This design comes from an exercise in tuning for small area and few clock cycles on the open sky130 flow, not from production work. In this exercise RTL edits were held to simulation tests only and were not proved equivalent to the original. No activity file was given, so power comes from the tool's default toggle rates.

<file path="flow/design.v">
package rvIsaPkg;
	localparam int ILEN = 32;
	localparam int OPC_W = 7;
	localparam int F3_W = 3;
	localparam int F7_W = 7;
	localparam int OPC_LSB = 0;
	localparam int RD_LSB = 7;
	localparam int F3_LSB = 12;
	localparam int RS1_LSB = 15;
	localparam int RS2_LSB = 20;
	localparam int F7_LSB = 25;
	localparam logic [OPC_W-1:0] OPC_RTYPE = 7'b0110011;
	localparam logic [OPC_W-1:0] OPC_OPIMM = 7'b0010011;
	localparam logic [OPC_W-1:0] OPC_LOAD = 7'b0000011;
	localparam logic [OPC_W-1:0] OPC_STORE = 7'b0100011;
	localparam logic [F3_W-1:0] F3_ADDSUB = 3'b000;
	localparam logic [F3_W-1:0] F3_OR = 3'b110;
	localparam logic [F3_W-1:0] F3_AND = 3'b111;
	localparam logic [F7_W-1:0] F7_SUB = 7'b0100000;
	localparam logic [ILEN-1:0] NOP_INSTR = '0;
endpackage
package rvCorePkg;
	localparam int XLEN = 32;
	localparam int REG_IDX_W = 5;
	typedef enum logic [1:0] {
		ALUOP_ADD = 2'b00,
		ALUOP_IMM = 2'b01,
		ALUOP_RTYPE = 2'b10
	} aluOpT;
	typedef enum logic [3:0] {
		ALU_AND = 4'b0000,
		ALU_OR = 4'b0001,
		ALU_ADD = 4'b0010,
		ALU_SUB = 4'b0110
	} aluCtrlT;
	typedef enum logic [1:0] {
		FWD_REG = 2'b00,
		FWD_WB = 2'b01,
		FWD_MEM = 2'b10
	} fwdSelT;
endpackage
`timescale 1ns/1ps
module rvCore #(
	parameter int IMEM_DEPTH = 64,
	parameter int DMEM_DEPTH = 64
) (
	input  logic clk,
	input  logic i_reset,
	input  logic i_run,
	input  logic i_loadEn,
	input  logic [$clog2(IMEM_DEPTH)-1:0] i_loadAddr,
	input  logic [rvCorePkg::XLEN-1:0] i_loadData,
	output logic o_wbValid,
	output logic [rvCorePkg::REG_IDX_W-1:0] o_wbRd,
	output logic [rvCorePkg::XLEN-1:0] o_wbData
);
	localparam int IAW = $clog2(IMEM_DEPTH);
	localparam int DAW = $clog2(DMEM_DEPTH);
	localparam int HALF = IMEM_DEPTH / 2;
	localparam int HAW = IAW - 1;
	localparam int EW = 24;
	localparam logic [EW-1:0] E_NOP = 24'hC00C00;
	function automatic logic [EW-1:0] encode(input logic [31:0] w);
		logic [6:0] opc;
		logic [2:0] f3;
		logic [4:0] rd;
		logic [1:0] op;
		opc = w[6:0];
		f3 = w[14:12];
		rd = w[11:7];
		encode = E_NOP;
		if (opc == rvIsaPkg::OPC_OPIMM && rd != '0)
		begin
			op = (f3 == rvIsaPkg::F3_AND) ? 2'b01 : (f3 == rvIsaPkg::F3_OR) ? 2'b10 : 2'b00;
			encode = {op, rd, w[19:15], w[31:20]};
		end
		else if (opc == rvIsaPkg::OPC_RTYPE && rd != '0)
		begin
			op = (f3 == rvIsaPkg::F3_AND) ? 2'b01 : (f3 == rvIsaPkg::F3_OR) ? 2'b10 :
				(f3 == rvIsaPkg::F3_ADDSUB && w[31:25] == rvIsaPkg::F7_SUB) ? 2'b11 : 2'b00;
			encode = {2'b11, rd, w[19:15], 2'b00, op, 3'b000, w[24:20]};
		end
		else if (opc == rvIsaPkg::OPC_LOAD && rd != '0)
			encode = {2'b11, rd, w[19:15], 2'b01, 2'b00, w[27:20]};
		else if (opc == rvIsaPkg::OPC_STORE)
			encode = {2'b11, w[11:7], w[19:15], 2'b10, 2'b00, w[27:25], w[24:20]};
	endfunction
	function automatic logic isNop(input logic [EW-1:0] e);
		isNop = e[23:22] == 2'b11 && e[11:10] == 2'b11;
	endfunction
	function automatic logic isStore(input logic [EW-1:0] e);
		isStore = e[23:22] == 2'b11 && e[11:10] == 2'b10;
	endfunction
	logic [EW-1:0] ldEnc;
	assign ldEnc = encode(i_loadData);
	logic [EW-1:0] ievn [HALF];
	logic [EW-1:0] iodd [HALF];
	always_ff @(posedge clk)
	begin
		if (i_loadEn && !i_loadAddr[0])
			ievn[i_loadAddr[IAW-1:1]] <= ldEnc;
		if (i_loadEn && i_loadAddr[0])
			iodd[i_loadAddr[IAW-1:1]] <= ldEnc;
	end
	logic [EW-1:0] word0;
	logic [EW-1:0] word1;
	assign word0 = (i_loadEn && i_loadAddr == IAW'(0)) ? ldEnc : ievn[0];
	assign word1 = (i_loadEn && i_loadAddr == IAW'(1)) ? ldEnc : iodd[0];
	logic [IAW-1:0] fa;
	logic [HAW-1:0] evnIdx;
	logic [HAW-1:0] oddIdx;
	logic [EW-1:0] evnRd;
	logic [EW-1:0] oddRd;
	logic [EW-1:0] wA;
	logic [EW-1:0] wB;
	assign oddIdx = fa[IAW-1:1];
	assign evnIdx = fa[IAW-1:1] + HAW'(fa[0]);
	always_comb
	begin
		evnRd = '0;
		oddRd = '0;
		for (int k = 0; k < HALF; k++)
		begin
			evnRd = evnRd | ({EW{evnIdx == HAW'(k)}} & ievn[k]);
			oddRd = oddRd | ({EW{oddIdx == HAW'(k)}} & iodd[k]);
		end
	end
	assign wA = !i_run ? word0 : fa[0] ? oddRd : evnRd;
	assign wB = !i_run ? word1 : fa[0] ? evnRd : oddRd;
	logic nA;
	logic nB;
	logic sA;
	logic sB;
	logic wrA;
	logic wrB;
	logic nxtXv;
	logic nxtSv;
	logic [EW-1:0] nxtX;
	logic [EW-1:0] nxtS;
	logic [IAW-1:0] adv;
	assign nA = isNop(wA);
	assign nB = isNop(wB);
	assign sA = isStore(wA);
	assign sB = isStore(wB);
	assign wrA = !nA && !sA;
	assign wrB = !nB && !sB;
	logic ldUse;
	assign ldUse = wrA && sB && wA[23:22] == 2'b11 && wA[11:10] == 2'b01 &&
		(wB[16:12] == wA[21:17] || wB[4:0] == wA[21:17]);
	assign adv = ((wrA && wrB) || (sA && sB) || ldUse) ? IAW'(1) : IAW'(2);
	assign nxtXv = wrA || wrB;
	assign nxtSv = sA || (sB && !ldUse);
	assign nxtX = wrA ? wA : wB;
	assign nxtS = sA ? wA : wB;
	always_ff @(posedge clk or posedge i_reset)
	begin
		if (i_reset)
			fa <= '0;
		else if (!i_run)
			fa <= adv;
		else
			fa <= fa + adv;
	end
	logic xv;
	logic sv;
	logic sFirst;
	logic [EW-1:0] xi;
	logic [4:0] sRs1;
	logic [4:0] sRs2;
	logic [7:0] sImm;
	always_ff @(posedge clk or posedge i_reset)
	begin
		if (i_reset)
		begin
			xv <= 1'b0;
			sv <= 1'b0;
		end
		else
		begin
			xv <= nxtXv;
			sv <= nxtSv;
		end
	end
	always_ff @(posedge clk)
	begin
		sFirst <= sA;
		xi <= nxtX;
		sRs1 <= nxtS[16:12];
		sRs2 <= nxtS[4:0];
		sImm <= {nxtS[7:5], nxtS[21:17]};
	end
	logic isI;
	logic isL;
	logic [1:0] aop;
	logic [4:0] rd;
	logic [4:0] rs1;
	logic [4:0] rs2;
	assign isI = xi[23:22] != 2'b11;
	assign isL = !isI && xi[11:10] == 2'b01;
	assign aop = isI ? xi[23:22] : xi[9:8];
	assign rd = xi[21:17];
	assign rs1 = xi[16:12];
	assign rs2 = xi[4:0];
	logic doWrite;
	logic doStore;
	logic [31:0] regs [1:31];
	logic [31:1] rvalid;
	logic [31:0] a;
	logic [31:0] b;
	logic [7:0] sa;
	logic [31:0] sd;
	logic [31:1] rvalidNxt;
	logic [31:1] selA;
	logic [31:1] selB;
	logic [31:1] selSA;
	logic [31:1] selSD;
	always_comb
	begin
		for (int k = 1; k < 32; k++)
			rvalidNxt[k] = rvalid[k] || (doWrite && rd == 5'(k));
	end
	always_ff @(posedge clk)
	begin
		for (int k = 1; k < 32; k++)
		begin
			selA[k] <= nxtX[16:12] == 5'(k) && rvalidNxt[k];
			selB[k] <= nxtX[4:0] == 5'(k) && rvalidNxt[k];
			selSA[k] <= nxtS[16:12] == 5'(k) && rvalidNxt[k];
			selSD[k] <= nxtS[4:0] == 5'(k) && rvalidNxt[k];
		end
	end
	always_comb
	begin
		a = '0;
		b = '0;
		sa = '0;
		sd = '0;
		for (int k = 1; k < 32; k++)
		begin
			a = a | ({32{selA[k]}} & regs[k]);
			b = b | ({32{selB[k]}} & regs[k]);
			sa = sa | ({8{selSA[k]}} & regs[k][7:0]);
			sd = sd | ({32{selSD[k]}} & regs[k]);
		end
	end
	logic [31:0] opB;
	logic [31:0] aluOut;
	logic [31:0] result;
	assign opB = isI ? {{20{xi[11]}}, xi[11:0]} : b;
	always_comb
	begin
		case (aop)
			2'b01: aluOut = a & opB;
			2'b10: aluOut = a | opB;
			2'b11: aluOut = a - opB;
			default: aluOut = a + opB;
		endcase
	end
	logic [31:0] dmem [DMEM_DEPTH];
	logic [DMEM_DEPTH-1:0] dvalid;
	logic [7:0] xAddr8;
	logic [DAW-1:0] xAddr;
	logic [31:0] memRd;
	logic [31:0] ldData;
	assign xAddr8 = a[7:0] + xi[7:0];
	assign xAddr = xAddr8[7:2];
	always_comb
	begin
		memRd = '0;
		for (int k = 0; k < DMEM_DEPTH; k++)
			memRd = memRd | ({32{xAddr == DAW'(k) && dvalid[k]}} & dmem[k]);
	end
	logic fwdA;
	logic fwdD;
	logic [7:0] stA;
	logic [31:0] stD;
	logic [7:0] sAddr8;
	logic [DAW-1:0] sAddr;
	assign fwdA = !sFirst && xv && rd == sRs1;
	assign fwdD = !sFirst && xv && rd == sRs2;
	assign stA = fwdA ? aluOut[7:0] : sa;
	assign stD = fwdD ? aluOut : sd;
	assign sAddr8 = stA + sImm;
	assign sAddr = sAddr8[7:2];
	logic [7:0] sAddrEarly8;
	assign sAddrEarly8 = sa + sImm;
	assign ldData = (sFirst && sv && sAddrEarly8[7:2] == xAddr) ? sd : memRd;
	assign result = isL ? ldData : aluOut;
	assign doWrite = i_run && xv;
	assign doStore = i_run && sv;
	always_ff @(posedge clk)
	begin
		if (doWrite)
			regs[rd] <= result;
		if (doStore)
			dmem[sAddr] <= stD;
	end
	always_ff @(posedge clk or posedge i_reset)
	begin
		if (i_reset)
		begin
			rvalid <= '0;
			dvalid <= '0;
			o_wbValid <= 1'b0;
		end
		else
		begin
			if (doWrite)
				rvalid[rd] <= 1'b1;
			if (doStore)
				dvalid[sAddr] <= 1'b1;
			o_wbValid <= doWrite;
		end
	end
	always_ff @(posedge clk)
	begin
		o_wbRd <= rd;
		o_wbData <= result;
	end
endmodule
</file>
<file path="flow/run.sh">
#!/bin/bash
# synth_recipe.tcl (not shown) runs the flow's synth.tcl, then flattens the netlist and writes it again
# the make line also repeats each setting of config.mk as NAME=value (left out here)
make -C /OpenROAD-flow-scripts/flow DESIGN_CONFIG=/design/flow/config.mk WORK_HOME=/design/flow/orfs CLKGATE_MAP_FILE= SYNTH_SCRIPT=/design/flow/synth_recipe.tcl finish
</file>
<file path="flow/config.mk">
export PLATFORM = sky130hd
export DESIGN_NAME = rvCore
export DESIGN_NICKNAME = rvCore
export VERILOG_FILES = /design/flow/design.v
export SDC_FILE = /design/flow/constraint.sdc
export NUM_CORES = 4
export LEC_CHECK = 0
export CAP_MARGIN = 20
export CORE_MARGIN = 2
export CORE_UTILIZATION = 40
export CTS_BUF_LIST = sky130_fd_sc_hd__clkbuf_8
export CTS_CLUSTER_DIAMETER = 50
export CTS_CLUSTER_SIZE = 12
export PLACE_DENSITY = 0.5
export SETUP_SLACK_MARGIN = 0.3
export SLEW_MARGIN = 20
</file>
<file path="flow/constraint.sdc">
create_clock -name core_clock -period 10.0 [get_ports {clk}]
set_input_delay 2.0000 -clock core_clock [delete_from_list [all_inputs] [get_ports {clk}]]
set_output_delay 2.0000 -clock core_clock [all_outputs]
set_load 0.01 [all_outputs]
</file>
==> results of run 1 <==
==> cell usage in the layout, fill, tap and decap left out, types with 71 or more instances in the layout <==
cell	count
nand4_1	396
nand2_1	540
buf_4	815
a221oi_1	361
or4_1	101
a222oi_1	181
and3_1	289
dfrtp_1	102
mux2i_1	111
inv_1	124
a22oi_1	1832
dfxtp_2	93
nor2_1	257
dfxtp_1	105
xnor2_1	74
o21bai_1	81
edfxtp_1	4576
nor3_1	184
a21oi_1	241
a22o_1	417
clkdlybuf4s50_1	78
diode_2	73
clkbuf_8	608
ha_1	71
o21ai_0	154
nor2_4	165
nand3_1	606
a2111oi_0	74
==> power by group through the flow <==
stage          combinational (mW)  clock [mW]  sequential (mW)
2_1_floorplan                9.76           0             29.7
3_3_place_gp                 23.9           0             30.0
3_5_place_dp                 24.3           0             30.0
4_1_cts                      24.3        15.3             29.5
5_1_grt                      25.5        16.0             29.6
6_report                     25.7        15.2             29.7
==> kinds of logic after synthesis <==
| kind of cell | synth area share [%] |
|---|---|
| buffers and inverters | 2.04 |
| flip-flops | 72.4 |
| multiplexers | 1.01 |
| AND/OR/NAND/NOR | 8.19 |
| adder cells (fa/ha/maj) | 0.486 |
| AO/OA/AOI/OAI | 15.4 |
| XOR/XNOR | 0.507 |
==> path summary, 6_finish.rpt <==
kind	start	endpoint	slack, ns
worst min register to register	rvalid[25]$_DFFE_PP0P_	rvalid[25]$_DFFE_PP0P_	0.48
worst min-delay path	rvalid[25]$_DFFE_PP0P_	rvalid[25]$_DFFE_PP0P_	0.48
min in group asynchronous	i_reset	rvalid[7]$_DFFE_PP0P_	1.09
max in group asynchronous	i_reset	dvalid[16]$_DFFE_PP0P_	7.37
worst max register to register	selA[10]$_DFF_P_	regs[5][9]$_DFFE_PP_	0.69
worst max-delay path	selA[10]$_DFF_P_	regs[5][9]$_DFFE_PP_	0.69
==> per-stage QoR <==
step | instance area (µm²) | hold WS [ns] | worst slack, ns | power [mW] | util [%]
global route | 226000 | 0.492 | 0.579 | 71.1 | 45.7
finish | 226000 | 0.478 | 0.691 | 70.6 | 45.7
detailed placement | 214000 | 0.464 | 1.21 | 54.2 | 43.2
global placement | 213000 | 0.461 | 0.605 | 53.9 | 43.1
floorplan | 199000 | 0.326 | 2.62 | 39.5 | -
CTS | 226000 | 0.481 | 1.16 | 69.1 | 45.6
==> area by class of cell <==
type	count	area, µm²	area share, %
diodes	73	183	0.0808
clock inverters	373	3550	1.57
inverters	85	335	0.148
repair buffers	943	7900	3.50
multi-input cells	7378	53200	23.5
flip-flops and latches	4879	144000	63.8
clock buffers	608	8370	3.70
well taps	6630	8300	3.67
==> registers in the layout, indices dropped and copies added, names as in the netlist, 6 cells and up <==
name      flops
xi           19
ievn        768
selSD        31
selA         31
selB         31
dvalid       64
o_wbData     32
regs        992
rvalid       31
dmem       2048
iodd        768
selSA        31
sImm          8
fa            6
==> metal layers <==
layer,vias to the layer above,wire [µm],GRT usage (%)
met5,-,782,0.615
met4,76,88700,27.0
met3,3798,159000,15.8
met2,15400,462000,61.5
met1,80600,404000,55.4
li1,56500,-,-
==> worst max-delay path, delay by kind of cell, from the launching register on <==
| family | cells | cell delay (ns) |
|---|---|---|
| flops | 1 | 1.02 |
| simple gates | 8 | 3.35 |
| compound gates | 6 | 2.41 |
| fa+ha+maj | 1 | 0.47 |
| buf+inv | 5 | 1.63 |
==> qor.txt, run 1 <==
Final HPWL DP: 689,000 µm
Post-route setup TNS: 0 ns
I/O pins: 80
DRT Wirelength: 1,110,000 µm
Share of layout cells above drive strength 1: 16.5%
GPL Wtd Cong: 1.03
Peak Freq: 107 MHz
Global-route usage over all layers: 43.1%
Worst setup SP type: flip-flop
Tmin final: 9.31 ns
Root buf cell: clkbuf_8
Cell Area, Synth: 0.199 mm²
CTS tree: yes
RSZ-0062 raised after global routing: no
I/O Buffers: 79
CTS H-tree lvls: 6
LEAKAGE: 70.9 nW
Post-Syn Area per Cell: 15.0 µm²
CP cell instances: buf_4 -> a22oi_1 -> nand4_1 -> or4_1 -> ha_1 -> inv_1 -> o21ba_2 -> nor2_1 -> a21oi_1 -> nand2_1 -> o2111ai_1 -> nor2_4 -> buf_4 -> a2111oi_1 -> nand3_1 -> or4_1 -> nor4_1 -> buf_4 -> o21ai_2 -> buf_4
Worst-path clk slew: 0.08 ns
Psw: 30.2 mW
Ys async rst share: 2.13%
DR DRC count: 0
Largest net degree at the start of global routing: 75
Int Pwr: 40.4 mW
Pins Over Slew Limit: 0
Top post-synthesis cells by count: edfxtp_1, a22oi_1, clkbuf_1
Crit path max fanout: 33
Max-slew headroom: 8.77%
Req. time, crit path: 11.01 ns
Synth warn: 1
Critical path arrival: 10.31 ns
CTS max path bufs: 4
Final Cycle Share: 93.1%
Gr ovfl total: 0
Drt first-iter violations: 33,100
Setup bufs post-CTS: 0
Yosys top cell area share: 69.1%
# nets final: 14,000
Synth unique cells: 118
Vias: 156,000
Crit end category: flip-flop
Sw Ratio: 42.8%
Clock latency (worst-skew pair): 1.34 ns
1st-pass router iterations: 14
Run status: complete, no violations
Crit-path most repeated cell: buf_4
Resize count post-CTS: 0
Die area: 0.503 mm²
Combinational share of power: 36.4%
Skew final: 0.109 ns
Synth-to-Final Area Change: 13.6%
Max-Cap Viols: 0
Final setup fails: 0
Initial core utilization: 40.2%
Final hold vios: 0
Setup CP Type: reg -> reg
#FFs+latches synth: 4,879
Avg WL per Cell: 53.2 µm
Main area contributors after synthesis: edfxtp_1, a22oi_1, dfxtp_1
Worst R2R Path Depth: 20
Cells after Synth: 13,300
Vias in the first global route: 144,000
Placed insts: 19,900
Hold_buf cts: 0
Seq/Total Area, Yosys: 72.4%
Clock sinks: 4,879
HP Class: reg -> reg
Vias/cell: 7.46
Peak supply drop: 894 µV
Final Non-Filler Cells: 21,000
Crit-path slowest cell: dfxtp_2
Most repeated cell in the gate-level netlist after synthesis: edfxtp_1
Die height: 709 µm
Fillers: 43,500
Worst path max stage delay: 1.02 ns
Initial antenna violation count: 113
Syn nets: 13,400
Sequential power share: 42.0%
Die width: 709 µm
Worst-margin pin slew: 1.37 ns
Cell count of the worst hold path: 1
Ys flop type: edfxtp_1
First-pass GRT wire length: 1,430,000 µm
Post-synth top area cell: edfxtp_1
Pwr/cell area: 312 mW/mm²
Antenna viol nets, final: 0
Post-synth EDFFs: 4,576
Core footprint: 0.495 mm²
Clock power share: 21.6%
Placement Rows: 258
Num CTS Buffers: 590
Testbench counts, summed over its fixed seeds: cycles 9,440.
==> inputs of run 2 (changes only) <==
--- a/flow/design.v
+++ b/flow/design.v
@@ -145,22 +145,12 @@
 	assign wrA = !nA && !sA;
 	assign wrB = !nB && !sB;
 	logic ldUse;
-	assign ldUse = wrA && sB && wA[23:22] == 2'b11 && wA[11:10] == 2'b01 &&
-		(wB[16:12] == wA[21:17] || wB[4:0] == wA[21:17]);
+	assign ldUse = wrA && sB && (wB[16:12] == wA[21:17] || wB[4:0] == wA[21:17]);
 	assign adv = ((wrA && wrB) || (sA && sB) || ldUse) ? IAW'(1) : IAW'(2);
 	assign nxtXv = wrA || wrB;
 	assign nxtSv = sA || (sB && !ldUse);
 	assign nxtX = wrA ? wA : wB;
 	assign nxtS = sA ? wA : wB;
-	always_ff @(posedge clk or posedge i_reset)
-	begin
-		if (i_reset)
-			fa <= '0;
-		else if (!i_run)
-			fa <= adv;
-		else
-			fa <= fa + adv;
-	end
 	logic xv;
 	logic sv;
 	logic sFirst;
@@ -168,19 +158,6 @@
 	logic [4:0] sRs1;
 	logic [4:0] sRs2;
 	logic [7:0] sImm;
-	always_ff @(posedge clk or posedge i_reset)
-	begin
-		if (i_reset)
-		begin
-			xv <= 1'b0;
-			sv <= 1'b0;
-		end
-		else
-		begin
-			xv <= nxtXv;
-			sv <= nxtSv;
-		end
-	end
 	always_ff @(posedge clk)
 	begin
 		sFirst <= sA;
@@ -258,28 +235,22 @@
 	end
 	logic [31:0] dmem [DMEM_DEPTH];
 	logic [DMEM_DEPTH-1:0] dvalid;
-	logic [7:0] xAddr8;
 	logic [DAW-1:0] xAddr;
 	logic [31:0] memRd;
 	logic [31:0] ldData;
-	assign xAddr8 = a[7:0] + xi[7:0];
-	assign xAddr = xAddr8[7:2];
+	assign xAddr = xAddrR;
 	always_comb
 	begin
 		memRd = '0;
 		for (int k = 0; k < DMEM_DEPTH; k++)
 			memRd = memRd | ({32{xAddr == DAW'(k) && dvalid[k]}} & dmem[k]);
 	end
-	logic fwdA;
-	logic fwdD;
 	logic [7:0] stA;
 	logic [31:0] stD;
 	logic [7:0] sAddr8;
 	logic [DAW-1:0] sAddr;
-	assign fwdA = !sFirst && xv && rd == sRs1;
-	assign fwdD = !sFirst && xv && rd == sRs2;
-	assign stA = fwdA ? aluOut[7:0] : sa;
-	assign stD = fwdD ? aluOut : sd;
+	assign stA = sa;
+	assign stD = sd;
 	assign sAddr8 = stA + sImm;
 	assign sAddr = sAddr8[7:2];
 	logic [7:0] sAddrEarly8;
@@ -317,4 +288,44 @@
 		o_wbRd <= rd;
 		o_wbData <= result;
 	end
+	logic nxtLoad;
+	logic [4:0] nxtRs1;
+	logic [7:0] nxtBase;
+	logic [7:0] nxtAddr8;
+	logic stall;
+	logic [DAW-1:0] xAddrR;
+	assign nxtLoad = nxtX[23:22] == 2'b11 && nxtX[11:10] == 2'b01;
+	assign nxtRs1 = nxtX[16:12];
+	always_comb
+	begin
+		nxtBase = '0;
+		for (int k = 1; k < 32; k++)
+			nxtBase = nxtBase | ({8{nxtRs1 == 5'(k) && rvalid[k]}} & regs[k][7:0]);
+	end
+	assign nxtAddr8 = nxtBase + nxtX[7:0];
+	assign stall = i_run && xv && nxtXv && nxtLoad && xi[21:17] == nxtRs1;
+	always_ff @(posedge clk)
+		xAddrR <= nxtAddr8[7:2];
+	always_ff @(posedge clk or posedge i_reset)
+	begin
+		if (i_reset)
+			fa <= '0;
+		else if (!i_run)
+			fa <= adv;
+		else if (!stall)
+			fa <= fa + adv;
+	end
+	always_ff @(posedge clk or posedge i_reset)
+	begin
+		if (i_reset)
+		begin
+			xv <= 1'b0;
+			sv <= 1'b0;
+		end
+		else
+		begin
+			xv <= nxtXv && !stall;
+			sv <= nxtSv && !stall;
+		end
+	end
 endmodule
==> flow/config.mk (replaced) <==
export PLATFORM = sky130hd
export DESIGN_NAME = rvCore
export DESIGN_NICKNAME = rvCore
export VERILOG_FILES = /design/flow/design.v
export SDC_FILE = /design/flow/constraint.sdc
export NUM_CORES = 4
export LEC_CHECK = 0
export CAP_MARGIN = 20
export CORE_MARGIN = 2
export CORE_UTILIZATION = 30
export PLACE_DENSITY = 0.4
export SETUP_SLACK_MARGIN = 0.3
export SLEW_MARGIN = 20
==> qor.txt, run 2 <==
Vias: 152,000
HP Class: reg -> reg
Share of layout cells above drive strength 1: 16.1%
Ys async rst share: 2.13%
Post-synth top area cell: edfxtp_1
Global-route usage over all layers: 34.8%
Final worst setup slack: 1.12 ns
Drt first-iter violations: 29,500
Ys flop type: edfxtp_1
Largest regs: dmem: 2048 flops, regs: 992 flops
Setup CP Type: reg -> reg
LEAKAGE: 71.9 nW
Pins Over Slew Limit: 0
Worst setup SP type: flip-flop
Max-Cap Viols: 0
Core footprint: 0.650 mm²
Worst path max stage delay: 1.05 ns
Post-Layout Inst Area: 0.231 mm²
Run status: complete, no violations
Synth unique cells: 120
Peak supply drop: 212 µV
Top post-synthesis cells by count: edfxtp_1, a22oi_1, a22o_1
I/O pins: 80
Final hold vios: 0
RSZ-0062 raised after global routing: no
R2R Setup Slk: 1.12 ns
Skew final: 0.0875 ns
Setup bufs post-CTS: 0
Most frequent cells in the layout: edfxtp_1, a22oi_1, a22o_1, a221oi_1, buf_4
Resize count post-CTS: 0
1st-pass router iterations: 20
Worst-path clk slew: 0.07 ns
Synth warn: 1
Antenna viol nets, final: 0
Cell Area, Synth: 0.196 mm²
Area post-placement: 0.213 mm²
Synth-to-Final Area Change: 17.7%
Avg WL per Cell: 53.3 µm
Main area contributors after synthesis: edfxtp_1, a22oi_1, a22o_1
Pwr/cell area: 242 mW/mm²
I/O Buffers: 79
Fillers: 61,600
Critical path arrival: 9.69 ns
CTS max path bufs: 4
Die height: 812 µm
Largest register FFs: 2,048
Post-synth EDFFs: 4,576
Final HPWL DP: 709,000 µm
GPL Wtd Cong: 0.980
Final setup fails: 0
Root buf cell: clkbuf_16
Tmin final: 8.88 ns
Crit-path most repeated cell: o21ai_0
Post-Syn Area per Cell: 15.6 µm²
Largest net degree at the start of global routing: 66
Req. time, crit path: 10.81 ns
Initial antenna violation count: 111
Worst-margin pin slew: 1.34 ns
Final Cycle Share: 88.8%
#FFs+latches synth: 4,875
Initial core utilization: 30.1%
Max-slew headroom: 11.0%
# nets final: 13,200
First-pass GRT wire length: 1,510,000 µm
Placement Rows: 296
DR DRC count: 0
DRT Wirelength: 1,190,000 µm
Cells after Synth: 12,600
Final Non-Filler Cells: 22,300
Dpl ws: 0.906 ns
Most repeated cell in the gate-level netlist after synthesis: edfxtp_1
Gr ovfl total: 0
Peak Freq: 113 MHz
Most common cell after layout, fill and taps aside: edfxtp_1
Vias/cell: 6.80
Yosys top cell area share: 70.1%
Crit-path slowest cell: dfxtp_2
Largest reg by FF count: dmem
Clock sinks: 4,875
Post-route setup TNS: 0 ns
Crit end category: flip-flop
CTS tree: yes
Seq/Total Area, Yosys: 73.4%
Placed insts: 21,200
Syn nets: 12,700
Num CTS Buffers: 569
Hold_buf cts: 0
Die width: 812 µm
Clock latency (worst-skew pair): 1.17 ns
Crit path max fanout: 32
CTS H-tree lvls: 6
Die area: 0.660 mm²
Vias in the first global route: 141,000
-- run 2: area by class of cell --
cell class	count	area (µm²)	share of cell area, %
Clock inverter	306	2680	1.16
Antenna cell	83	208	0.0900
Timing Repair Buffer	861	6980	3.02
Inverter	78	310	0.134
Sequential cell	4875	144000	62.4
Tap cell	8642	10800	4.69
Multi-Input combinational cell	6728	50500	21.9
Clock buffer	720	15200	6.59
-- run 2: where the power goes --
group,leakage (nW),switching [mW],internal [mW]
Combinational,20.6,7.49,1.90
Sequential,42.6,0.705,25.1
Clock,8.70,9.00,11.5
-- run 2: worst max-delay path: cells and delay by family (launching register included) --
| kind | cells | cell delay (ns) |
|---|---|---|
| buf+inv | 2 | 0.70 |
| compound gates | 13 | 3.87 |
| simple gates | 5 | 0.83 |
| flops | 1 | 1.05 |
| mux | 2 | 1.11 |
| xor+xnor | 1 | 0.16 |
| fa+ha+maj | 2 | 0.76 |
-- run 2: path summary, 6_finish.rpt --
path,start,to,depth (start not counted)
setup / recovery,selB[15]$_DFF_P_,regs[31][30]$_DFFE_PP_,25
hold / removal,xi[18]$_DFF_P_,o_wbRd[1]$_DFF_P_,0
setup reg to reg,selB[15]$_DFF_P_,regs[31][30]$_DFFE_PP_,25
hold reg to reg,xi[18]$_DFF_P_,o_wbRd[1]$_DFF_P_,0
max in group asynchronous,i_reset,dvalid[36]$_DFFE_PP0P_,3
min in group asynchronous,i_reset,fa[5]$_DFFE_PP0P_,2
-- run 2: cell families after synthesis --
kind of cell               after synthesis  share of synthesized area, %
AOI/OAI and AO/OA                     4010                          16.3
muxes                                  162                         0.883
and+or+nand+nor                       2376                          6.44
xor gates and xnor gates               110                         0.503
buffers and inverters                  953                          1.96
DFF                                   4875                          73.4
adders and majority gates               70                         0.455
-- run 2: metal layers --
metal,wire length [µm],global-route usage [%],up-vias
li1,-,-,54400
met1,468000,45.7,80600
met2,519000,52.9,13000
met3,129000,9.82,3720
met4,72900,16.8,40
met5,424,0.188,-
-- run 2: stage by stage --
stage	total power, mW	hold WS, ns	util (%)
finish	55.7	0.450	35.5
global placement	35.1	0.435	32.7
global route	56.9	0.464	35.4
floorplan	30.0	0.329	-
CTS	55.4	0.449	35.4
detailed placement	35.2	0.436	32.7
Testbench counts of run 2, summed over its fixed seeds: cycles 9,622.

-- re-timing with driven ports --
How much do the figures lean on ideal ports? The routed layouts below were timed once more, with nothing changed but the port constraints.
Step 1: set_driving_cell puts a clkbuf_16 on clk and a buf_2 on each other input, an assumption about the parent block.
Step 2 moves the port delays by t, midway between the first and last clock arrival at a register: inputs arrive t later, outputs are due t later. That takes back most of the time a late clock gives input paths.
Three values: ideal ports, drivers, drivers and shift; two values: the first two.
run | t, ns | setup slack, ns | worst hold slack (ns) | worst setup path at the end | slew at the worst register clock pin (ns)
run 1 | 1.409 | 0.691 / 0.691 / 0.691 | 0.478 / 0.478 / 0.478 | register to register | 0.09 / 0.09
run 2 | 1.255 | 1.116 / 1.116 / 0.818 | 0.450 / 0.450 / 0.450 | input to register | 0.07 / 0.07
After both steps setup and hold are still met in every run listed. For run 2, which loses most, drivers alone change the setup slack by 0.000 ns; drivers and shift together by -0.298 ns.
